Background: an optimization exercise with open tools, aiming at small area. Do not read the settings as production practice.
Function was checked by simulation only, so behaviour that the tests miss may differ from the original.
Power and IR drop assume default switching activity.

File: run.sh
#!/bin/bash
# synth_recipe.tcl (not shown) runs the flow's synth.tcl, then flattens the netlist and writes it again
# the make line also repeats each setting of config.mk as NAME=value (left out here)
make -C /OpenROAD-flow-scripts/flow DESIGN_CONFIG=/design/flow/config.mk WORK_HOME=/design/flow/orfs CLKGATE_MAP_FILE= SYNTH_SCRIPT=/design/flow/synth_recipe.tcl finish
File: config.mk
export PLATFORM = sky130hd
export DESIGN_NAME = param_memory
export DESIGN_NICKNAME = param_memory
export VERILOG_FILES = /design/flow/design.v
export SDC_FILE = /design/flow/constraint.sdc
export NUM_CORES = 4
export LEC_CHECK = 0
export CAP_MARGIN = 20
export CORE_MARGIN = 2
export CORE_UTILIZATION = 40
export SLEW_MARGIN = 20
File: constraint.sdc
create_clock -name core_clock -period 5.0 [get_ports {clk_i}]
set_input_delay 1.0000 -clock core_clock [delete_from_list [all_inputs] [get_ports {clk_i}]]
set_output_delay 1.0000 -clock core_clock [all_outputs]
set_load 0.01 [all_outputs]
File: design.v
module param_memory #(
   parameter int WIDTH      = 32,
   parameter int DEPTH      = 48,
   parameter int ADDR_WIDTH = 6,
   parameter int RD_LATENCY = 2,
   parameter int RESET_MEM  = 1
) (
   input  logic                  clk_i,
   input  logic                  rst_i,
   input  logic                  valid_i,
   output logic                  ready_o,
   input  logic                  wr_rd_i,
   input  logic [ADDR_WIDTH-1:0] addr_i,
   input  logic [WIDTH-1:0]      wdata_i,
   input  logic [WIDTH/8-1:0]    wstrb_i,
   output logic                  rvalid_o,
   output logic [WIDTH-1:0]      rdata_o,
   output logic                  rerr_o,
   input  logic                  rready_i
);
   localparam int NBYTES = WIDTH / 8;
   localparam int NPORT  = DEPTH / 3;
   logic                  ready_q, rvalid_q, rerr_q;
   logic [1:0]            ph_q;
   logic [ADDR_WIDTH-1:0] addr_q;
   logic [WIDTH-1:0]      data_q;                 
   logic [NBYTES-1:0]     wstrb_q;
   logic                  pend_q;                 
   logic [3:0]            rot16_q;
   logic [1:0]            rot3_q;
   logic [WIDTH-1:0]      rdata_q;
   logic [WIDTH-1:0]      slot_q [DEPTH];
   logic [DEPTH-1:0]      sval_q;
   logic busy, present, rd_wait, q_ok;
   assign q_ok    = addr_q < 6'(DEPTH);
   assign busy    = ~ready_q & ~rvalid_q;
   assign present = busy & ph_q[1];
   assign rd_wait = busy & ~ph_q[1] & ph_q[0];
   function automatic logic [1:0] mod3_add(input logic [5:0] a, input logic [1:0] r);
      logic [2:0] m;
      m = 3'(a % 6'd3) + 3'(r);
      if (m >= 3'd3) m = m - 3'd3;
      mod3_add = m[1:0];
   endfunction
   logic [5:0]       ra;
   logic [3:0]       rp16;
   logic [1:0]       rp3;
   logic             r_ok;
   logic             r_tap;
   logic [WIDTH-1:0] tap_word;
   assign ra   = ready_q ? addr_i : addr_q;
   assign r_ok = ra < 6'(DEPTH);
   assign rp16 = ra[3:0] + rot16_q;
   assign rp3  = mod3_add(ra, rot3_q);
   always_comb begin
      r_tap    = 1'b0;
      tap_word = '0;
      for (int j = 0; j < NPORT; j++) begin
         logic h;
         h        = r_ok & (rp3 == 2'd0) & (rp16 == 4'((3 * j) % 16));
         r_tap    = r_tap | h;
         tap_word = tap_word | (slot_q[3 * j] & {WIDTH{h & sval_q[3 * j]}});
      end
   end
   logic [3:0]        wp16;
   logic              wp_pre;
   logic [NPORT-1:0]  whit;
   logic              wval;
   logic [WIDTH-1:0]  wbus;
   logic [NBYTES-1:0] bsel;
   assign wp16   = addr_q[3:0] + rot16_q;
   assign wp_pre = mod3_add(addr_q, rot3_q) == 2'd2;
   always_comb begin
      wval = 1'b0;
      for (int j = 0; j < NPORT; j++) begin
         whit[j] = pend_q & rst_i & wp_pre & (wp16 == 4'((3 * j + DEPTH - 1) % 16));
         wval    = wval | (sval_q[(3 * j + DEPTH - 1) % DEPTH] & whit[j]);
      end
      for (int k = 0; k < NBYTES; k++) begin
         wbus[8*k +: 8] = data_q[8*k +: 8] & {8{wstrb_q[k]}};
         bsel[k]        = wstrb_q[k] | ~wval;
      end
   end
   always_ff @(posedge clk_i) begin
      for (int i = 0; i < DEPTH; i++) begin
         if (i % 3 == 0) begin
            for (int k = 0; k < NBYTES; k++) begin
               if (whit[i / 3] && bsel[k]) begin
                  slot_q[i][8*k +: 8] <= wbus[8*k +: 8];
               end else begin
                  slot_q[i][8*k +: 8] <= slot_q[(i + DEPTH - 1) % DEPTH][8*k +: 8];
               end
            end
            sval_q[i] <= rst_i & (sval_q[(i + DEPTH - 1) % DEPTH] | whit[i / 3]);
         end else begin
            slot_q[i] <= slot_q[(i + DEPTH - 1) % DEPTH];
            sval_q[i] <= rst_i & sval_q[(i + DEPTH - 1) % DEPTH];
         end
      end
   end
   always_ff @(posedge clk_i) begin
      if (!rst_i) begin
         rot16_q <= '0;
         rot3_q  <= '0;
      end else begin
         rot16_q <= rot16_q + 4'd1;
         rot3_q  <= (rot3_q == 2'd2) ? 2'd0 : rot3_q + 2'd1;
      end
   end
   always_ff @(posedge clk_i) begin
      if (ready_q) begin
         addr_q  <= addr_i;
         data_q  <= wdata_i;
         wstrb_q <= wstrb_i;
      end
      if (r_tap && ((ready_q && valid_i && !wr_rd_i) || rd_wait)) begin
         data_q <= tap_word;
      end
   end
   always_ff @(posedge clk_i) begin
      if (!rst_i) begin
         ready_q  <= 1'b0;
         rvalid_q <= 1'b0;
         rerr_q   <= 1'b0;
         rdata_q  <= '0;
         ph_q     <= 2'b00;
         pend_q   <= 1'b0;
      end else begin
         if (|whit) pend_q <= 1'b0;
         if (ready_q && valid_i) begin
            ready_q <= 1'b0;
            ph_q    <= {wr_rd_i, 1'b1};
            pend_q  <= wr_rd_i & (addr_i < 6'(DEPTH));
         end
         if (busy) begin
            if (!ph_q[1] && !ph_q[0]) ready_q <= 1'b1;
            if (ph_q[0] && !ph_q[1]) ph_q <= 2'b10;
            if (ph_q[1]) begin
               rvalid_q <= 1'b1;
               rerr_q   <= ~q_ok;
               rdata_q  <= (ph_q[0] || !q_ok) ? '0 : (r_tap ? tap_word : data_q);
            end
         end
         if (rvalid_q && rready_i) begin
            rvalid_q <= 1'b0;
            rerr_q   <= 1'b0;
            ready_q  <= 1'b1;
         end
      end
   end
   assign ready_o  = ready_q;
   assign rvalid_o = rvalid_q;
   assign rdata_o  = rdata_q;
   assign rerr_o   = rerr_q;
endmodule
==> results.ini, run 1 <==
[power_and_ir_drop]
vdd_drop_max_mv=0.7755
switchingPower_mw=12.18
power_mw=37.75
p_sw_share_pct=32.26
powerDensity_mw_per_mm2=648.9
p_int_mw=25.57
p_leak_nw=21.39
clkPwrFrac_pct=31.1
pwr-share-seq_pct=38.4
pwr-share-comb_pct=30.5

[grt]
overflow=0
grt_usage_pct=25.83
grt_pass1_wl_um=217500
first_global_vias=30190
antenna_found_initial=0
grt_start_max_net_pins=65

[logic_synthesis]
synth_ff_type=dfxtp_1
syn_inst=3442
synth.most_common_cell=dfxtp_1
synth_warnings=2
syn_area_per_cell_um2=13.43
synthTopCellsByArea=dfxtp_1, o2bb2ai_1, edfxtp_1, a221o_1, clkbuf_1
ys_ff_latch=1670
ys_seq_area_share_pct=73.13
netlist_area_mm2=0.04621
synth-async-reset-ratio_pct=0
synth_top_area_cell=dfxtp_1
synth_nets=3509
synth_top_cells_by_count=dfxtp_1, o2bb2ai_1, clkbuf_1
synth-edff-count=36
yosysTopAreaCellShare_pct=70.79
yosysUniqueCellTypes=66

[clock_network]
ctsRootBufferMaster=clkbuf_16
h-tree-depth=4
cts_tree=done
numCtsBuffers=154
cts-hold-fix-buffers=0
clock_path_buffers=3
clock_sinks=1670
clkTransAtPathRegs_ps=60
clk_latency_ps=780

[routing]
first_pass_iters=8
via_count=30890
avgRoutedWirePerCell_um=28.97
routed_wl_um=156700
via_per_inst=5.711
drt-initial-drc-count=3600
ant_nets=0
drc=0

[worst_setup_path]
startpoint=addr_i[2]
cp-end-kind=flop
crit_arrival_ps=5890
worst-r2r-cell-count=24
critPathKind=input port to flop
timing.rr.end=data_q[30]
worstReg2RegStart=ready_q
reg2reg_slack_ps=-400
setup.worst_path.start_class=input port
worstPathRequired_ps=5470
crit_fanout=6

[timing]
fmax_mhz=184.5
period_minus_slack_ps=5421
slew_viol_final=0
rsz0062_at_grt=true
post-route-period-util_pct=108.4
skew_ps=30.18
tightest_slew_ps=992.4
setup_ws_ps=-420.7
setup_tns_ps=-30980
max-slew-margin-rel_pct=33.33
setup_violations=96
hold_viol_final=0

[worst_hold_path]
hold_class=flop to flop
hold_depth=0
hold_end=slot_q[41][0]
min_from=slot_q[40][0]

[placed_design]
place_inst=5084
io_buffers=81
gp_congestion=0.8699
dpl.hpwl_um=95640
pre_cts_slack_ps=-1624

[die]
die-area_mm2=0.1183
die_w_um=343.9
die_h_um=343.9
fp-row-count=124
start_util_pct=40.36
ios=82
core_mm2=0.1145

[status]
status=finished with violations
so_faults=setup timing

[finish]
drive_gt1_share_pct=19.05
synthToLayoutAreaGrowth_pct=25.89
utilization_pct=50.81
stdcell_count=5409
nets=3846

[flow_run]
cap_violations=0

==> logic make-up (layout without fill, tap and decap cells) <==
kind of cell	count (synthesis)	after routing	share of synthesized area, %
AO/OA/AOI/OAI	1016	1016	18.28
multiplexers	20	20	0.5956
XOR/XNOR	16	16	0.3032
other	0	1	0
adder cells (fa/ha/maj)	21	21	0.6282
AND/OR/NAND/NOR	448	449	4.917
buffers and inverters	251	704	2.150
flip-flops	1670	1670	73.13
==> layer usage <==
layer	vias up	global-route usage, %	share of wire [%]
li1	13460	-	-
met1	15490	34.98	43
met2	1590	39.73	44
met3	352	5.071	8.4
met4	0	12.35	4.6
met5	-	0	0
==> worst max-delay path by stage <==
| stage | endpoint | cells after the start |
|---|---|---|
| global route | data_q[30] | 24 |
| global placement | rdata_q[31] | 22 |
| finish | data_q[30] | 25 |
| detailed placement | rdata_q[24] | 21 |
| CTS | data_q[30] | 23 |
| floorplan | data_q[0] | 22 |
==> sequential cells by signal, indices dropped and copies added (netlist names) <==
name      flops
slot_q     1536
rot3_q        2
pend_q        1
sval_q       48
rot16_q       4
rerr_q        1
rvalid_q      1
rdata_q      32
ph_q          2
ready_q       1
data_q       32
addr_q        6
wstrb_q       4
==> power by group through the flow <==
stage / logic [mW] / clock network (mW) / registers [mW]
final: 11.5 / 11.7 / 14.5
after CTS: 8.83 / 11.8 / 14.5
after global routing: 12.0 / 12.4 / 14.5
after floorplan: 4.18 / 0 / 14.5
after detailed placement: 7.11 / 0 / 14.8
after global placement: 6.98 / 0 / 14.8
==> cell type report <==
type                       count  area, um^2
antenna                        1       2.502
clock buffer                 218        4469
clock inverter                55       604.3
fill                        9840       56320
inverter                      16       60.06
multi-input combinational   1522       12320
sequential                  1670       33800
tap                         1512        1892
timing repair buffer         415        5021
==> worst max-delay path: stages <==
cell	delay, ps
dlygate4sd2_1	270
buf_4	160
mux2i_4	230
nor2_4	70
nor3_4	170
o22a_1	230
ha_4	210
buf_6	130
o21ai_1	60
o211a_2	260
a2111oi_4	240
o22ai_2	130
nand2b_4	90
xor2_1	160
ha_2	190
inv_2	30
fa_1	490
inv_2	60
ha_4	140
or4b_4	520
mux2_4	380
buf_6	160
o21ai_4	160
buf_6	190
buf_12	150
==> placed cells by master, fill, tap and decap left out, drive strengths merged, types with 9 or more instances in the layout <==
cell type | netlist | routed
edfxtp | 36 | 36
a222oi | 32 | 32
a211oi | 35 | 35
nand2b | 10 | 10
a221oi | 65 | 65
a22oi | 36 | 36
o2bb2ai | 482 | 482
a221o | 95 | 95
ha | 16 | 16
inv | 16 | 20
nor4 | 14 | 14
mux2i | 13 | 13
and3 | 11 | 11
and2 | 73 | 73
a21oi | 79 | 79
clkdlybuf4s50 | 0 | 77
o221ai | 33 | 33
o21a | 17 | 17
o31ai | 34 | 34
o21ai | 54 | 54
xnor2 | 10 | 10
nor2b | 16 | 16
clkinv | 0 | 38
nor2 | 86 | 87
a32o | 32 | 32
nand2 | 144 | 144
dfxtp | 1634 | 1634
or3 | 12 | 12
buf | 27 | 327
clkbuf | 208 | 227
nand3 | 55 | 55
bufinv | 0 | 9
==> metrics by stage <==
stage / cell area [um^2] / hold WS, ps
after CTS: 57350 / 300.9
final: 58180 / 296.5
after floorplan: 46280 / 309.6
after global routing: 58170 / 307.0
after detailed placement: 51580 / 312.1
after global placement: 51580 / 309.6
==> what timing repair did <==
item	in CTS	in global routing
gates resized for setup	86	108
pin swaps	20	38
setup endpoints to repair	320	622
buffers inserted	19	19
gates cloned	5	10
==> run 2, diff against run 1 <==
--- a/config.mk
+++ b/config.mk
@@ -7,5 +7,7 @@
 export LEC_CHECK = 0
 export CAP_MARGIN = 20
 export CORE_MARGIN = 2
-export CORE_UTILIZATION = 40
+export CORE_UTILIZATION = 65
+export CTS_BUF_LIST = sky130_fd_sc_hd__clkbuf_8
+export CTS_CLUSTER_SIZE = 24
 export SLEW_MARGIN = 20
==> results.ini, run 2 <==
[die]
die-area_mm2=0.07324  ; -38%
ios=82  ; unchanged
core_mm2=0.07015  ; -39%
die_w_um=270.6  ; -21%
start_util_pct=65.87  ; +26 points
fp-row-count=97  ; -22%
die_h_um=270.6  ; -21%

[power_and_ir_drop]
vdd_drop_max_mv=0.8629  ; +11%
p_leak_nw=21.85  ; +2.1%
power_mw=38.82  ; +2.8%
powerDensity_mw_per_mm2=670.9  ; +3.4%

[routing]
met3_length_um=20430  ; +55%
routed_wl_um=157300  ; +0.37%
first_pass_iters=12  ; +4
via_per_inst=6.577  ; +15%
drt-met1-wl_um=59640  ; -11%
drt-initial-drc-count=4558  ; +27%
top_layer=met5
wl_met2_um=67960  ; -1.9%
via_count=32880  ; +6.4%
ant_nets=0  ; unchanged
avgRoutedWirePerCell_um=31.45  ; +8.6%
drc=0  ; unchanged

[logic_synthesis]
yosysTopAreaCellShare_pct=70.79  ; unchanged
synth_top_cells_by_count=dfxtp_1, o2bb2ai_1, clkbuf_1
ys_seq_area_share_pct=73.13  ; unchanged
netlist_area_mm2=0.04621  ; unchanged
synth-async-reset-ratio_pct=0  ; unchanged
synth_warnings=2  ; unchanged
synth_top_area_cell=dfxtp_1
syn_area_per_cell_um2=13.43  ; unchanged
synth_nets=3509  ; unchanged
synth.most_common_cell=dfxtp_1
synth_ff_type=dfxtp_1
syn_inst=3442  ; unchanged
synth-edff-count=36  ; unchanged
ys_ff_latch=1670  ; unchanged
yosysUniqueCellTypes=66  ; unchanged
synthTopCellsByArea=dfxtp_1, o2bb2ai_1, edfxtp_1, a221o_1, clkbuf_1

[worst_setup_path]
setup.worst_path.start_class=input port
timing.rr.end=rdata_q[13]
critPathKind=input port to flop
crit_fanout=9  ; +3
reg2reg_slack_ps=-360  ; +40 ps
worst-r2r-cell-count=25  ; +4.2%
startpoint=addr_i[3]
crit_arrival_ps=6120  ; +230 ps
worstPathRequired_ps=5740  ; +270 ps
worstReg2RegStart=ready_q
cp-end-kind=flop
endpoint=rdata_q[13]

[clock_network]
ctsRootBufferMaster=clkbuf_8
h-tree-depth=4  ; unchanged
cts_tree=done
clk_latency_ps=890  ; +110 ps
numCtsBuffers=228  ; +48%
clock_sinks=1670  ; unchanged
clock_path_buffers=3  ; unchanged
cts-hold-fix-buffers=0  ; unchanged
clkTransAtPathRegs_ps=60  ; about the same

[timing]
worst_hold_slack_ps=297.6  ; +1.089 ps
period_minus_slack_ps=5384  ; -36.47 ps
max-slew-margin-rel_pct=18.34  ; -15 points
setup_violations=96  ; unchanged
slew_viol_final=0  ; unchanged
hold_viol_final=0  ; unchanged
skew_ps=55.60  ; +25.42 ps
fmax_mhz=185.7  ; +0.68%
rsz0062_at_grt=true
post-route-period-util_pct=107.7  ; -0.73 points
setup_ws_ps=-384.3  ; +36.47 ps
tightest_slew_ps=1225  ; +232.5 ps

[finish]
regMostFlops=slot_q
nets=3933  ; +2.3%
final_cell_mix=dfxtp_1, o2bb2ai_1, clkbuf_8, buf_4, nand2_1
drive_gt1_share_pct=23.08  ; +4.0 points
final_common_cell=dfxtp_1
largest_reg_flops=1536  ; unchanged
top_regs=slot_q x1536, sval_q x48
synthToLayoutAreaGrowth_pct=25.21

[grt]
first_global_vias=33190  ; +9.9%
grt_start_max_net_pins=65  ; unchanged
grt_usage_pct=41.66  ; +16 points
overflow=0  ; unchanged
grt_pass1_wl_um=220400  ; +1.3%
antenna_found_initial=3  ; +3

[worst_hold_path]
hold_class=flop to flop

[status]
status=finished with violations
so_faults=setup timing

[placed_design]
dpl.hpwl_um=90560  ; -5.3%
io_buffers=81  ; unchanged
gp_congestion=0.9318  ; +7.1%

[flow_run]
cap_violations=0  ; unchanged

==> run 2: final cells by class <==
type                       instances  area (um^2)
sequential                      1670        33800
multi-input combinational       1522        12890
fill                            3794        12290
timing repair buffer             428         4937
clock buffer                     292         4019
tap                              940         1176
clock inverter                   131        979.7
inverter                          16        60.06
antenna                            1        2.502
==> run 2: kinds of logic after synthesis <==
kind of cell | after synthesis | synth area share, %
multiplexers | 20 | 0.5956
AO/OA/AOI/OAI | 1016 | 18.28
flip-flops | 1670 | 73.13
AND/OR/NAND/NOR | 448 | 4.917
XOR/XNOR | 16 | 0.3032
adder cells (fa/ha/maj) | 21 | 0.6282
buffers and inverters | 251 | 2.150
==> run 2: through the flow <==
| step | std cells | setup slack (ps) | cell area [um^2] | TNS (ps) | util (%) |
|---|---|---|---|---|---|
| 2_1_floorplan | 3442 | -1280 | 46280 | -85780 | - |
| 3_3_place_gp | 4518 | -1650 | 50450 | -160400 | 71.91 |
| 3_5_place_dp | 4518 | -1764 | 50450 | -244570 | 71.91 |
| 4_1_cts | 4975 | -376.4 | 56340 | -95220 | 80.32 |
| 5_1_grt | 5000 | -582.3 | 57860 | -56560 | 82.48 |
| 6_report | 5000 | -384.3 | 57860 | -31620 | 82.48 |
==> run 2: what timing repair did <==
item                       in CTS  in global routing
buffers inserted               25                 21
gates resized for setup        93                257
setup endpoints to repair     609                624
pin swaps                      24                 42
cloned                          9                  7
==> run 2: metal layers <==
metal / global-route usage [%] / vias up
met4: 24.32 / 2
li1: - / 13690
met5: 0 / -
met3: 11.32 / 577
met1: 55.32 / 16120
met2: 61.57 / 2494
==> run 2: worst min-delay path by stage <==
stage                              start        endpoint  cells past startpoint
after global routing      slot_q[31][15]  slot_q[32][15]                      0
after detailed placement   slot_q[4][12]   slot_q[5][12]                      0
final                     slot_q[10][31]  slot_q[11][31]                      0
after floorplan            slot_q[10][0]   slot_q[11][0]                      0
after CTS                 slot_q[31][15]  slot_q[32][15]                      0
after global placement    slot_q[40][26]  slot_q[41][26]                      0
==> run 2: worst max-delay path, cell delays in order <==
cell,delay (ps)
clkdlybuf4s50_1,450
mux2i_2,250
buf_4,240
o22a_1,230
ha_4,220
buf_6,140
nor4_4,40
buf_4,140
a2111oi_4,370
o22ai_2,140
nand2b_4,100
xor2_2,130
ha_2,190
inv_2,40
fa_1,500
inv_2,60
ha_4,150
or4b_4,530
buf_6,140
mux2i_4,180
buf_12,150
a21oi_4,90
buf_12,190
buf_12,130
a221o_1,300
==> run 2: power by group <==
part	switching [mW]	total (mW)	internal [mW]
combinational	7.66	13.3	5.67
sequential	0.474	14.5	14.0
clock	5.23	11.0	5.79

-- port drivers added, routing unchanged --
How much do the figures lean on ideal ports? The routed layouts below were timed once more, with nothing changed but the port constraints. Step 1: set_driving_cell puts a clkbuf_16 on clk_i and a buf_2 on each other input, an assumption about the parent block. Step 2 moves the port delays by t, midway between the first and last clock arrival at a register: inputs arrive t later, outputs are due t later. That takes back most of the time a late clock gives input paths. Slacks: ideal / step 1 / step 2; pairs: ideal / step 1.
run | shift t [ns] | setup slack, ns | latest minus earliest clock arrival (ns) | worst register clock-pin slew, ns | worst slew at a driven data input, ns
run 1 | 0.831 | -0.421 / -0.404 / -1.201 | 0.030 / 0.030 | 0.07 / 0.07 | 0.05
run 2 | 0.930 | -0.384 / -0.360 / -1.272 | 0.056 / 0.056 | 0.08 / 0.08 | 0.07
For run 2, which loses most, drivers alone change the setup slack by +0.024 ns; drivers and shift together by -0.888 ns.
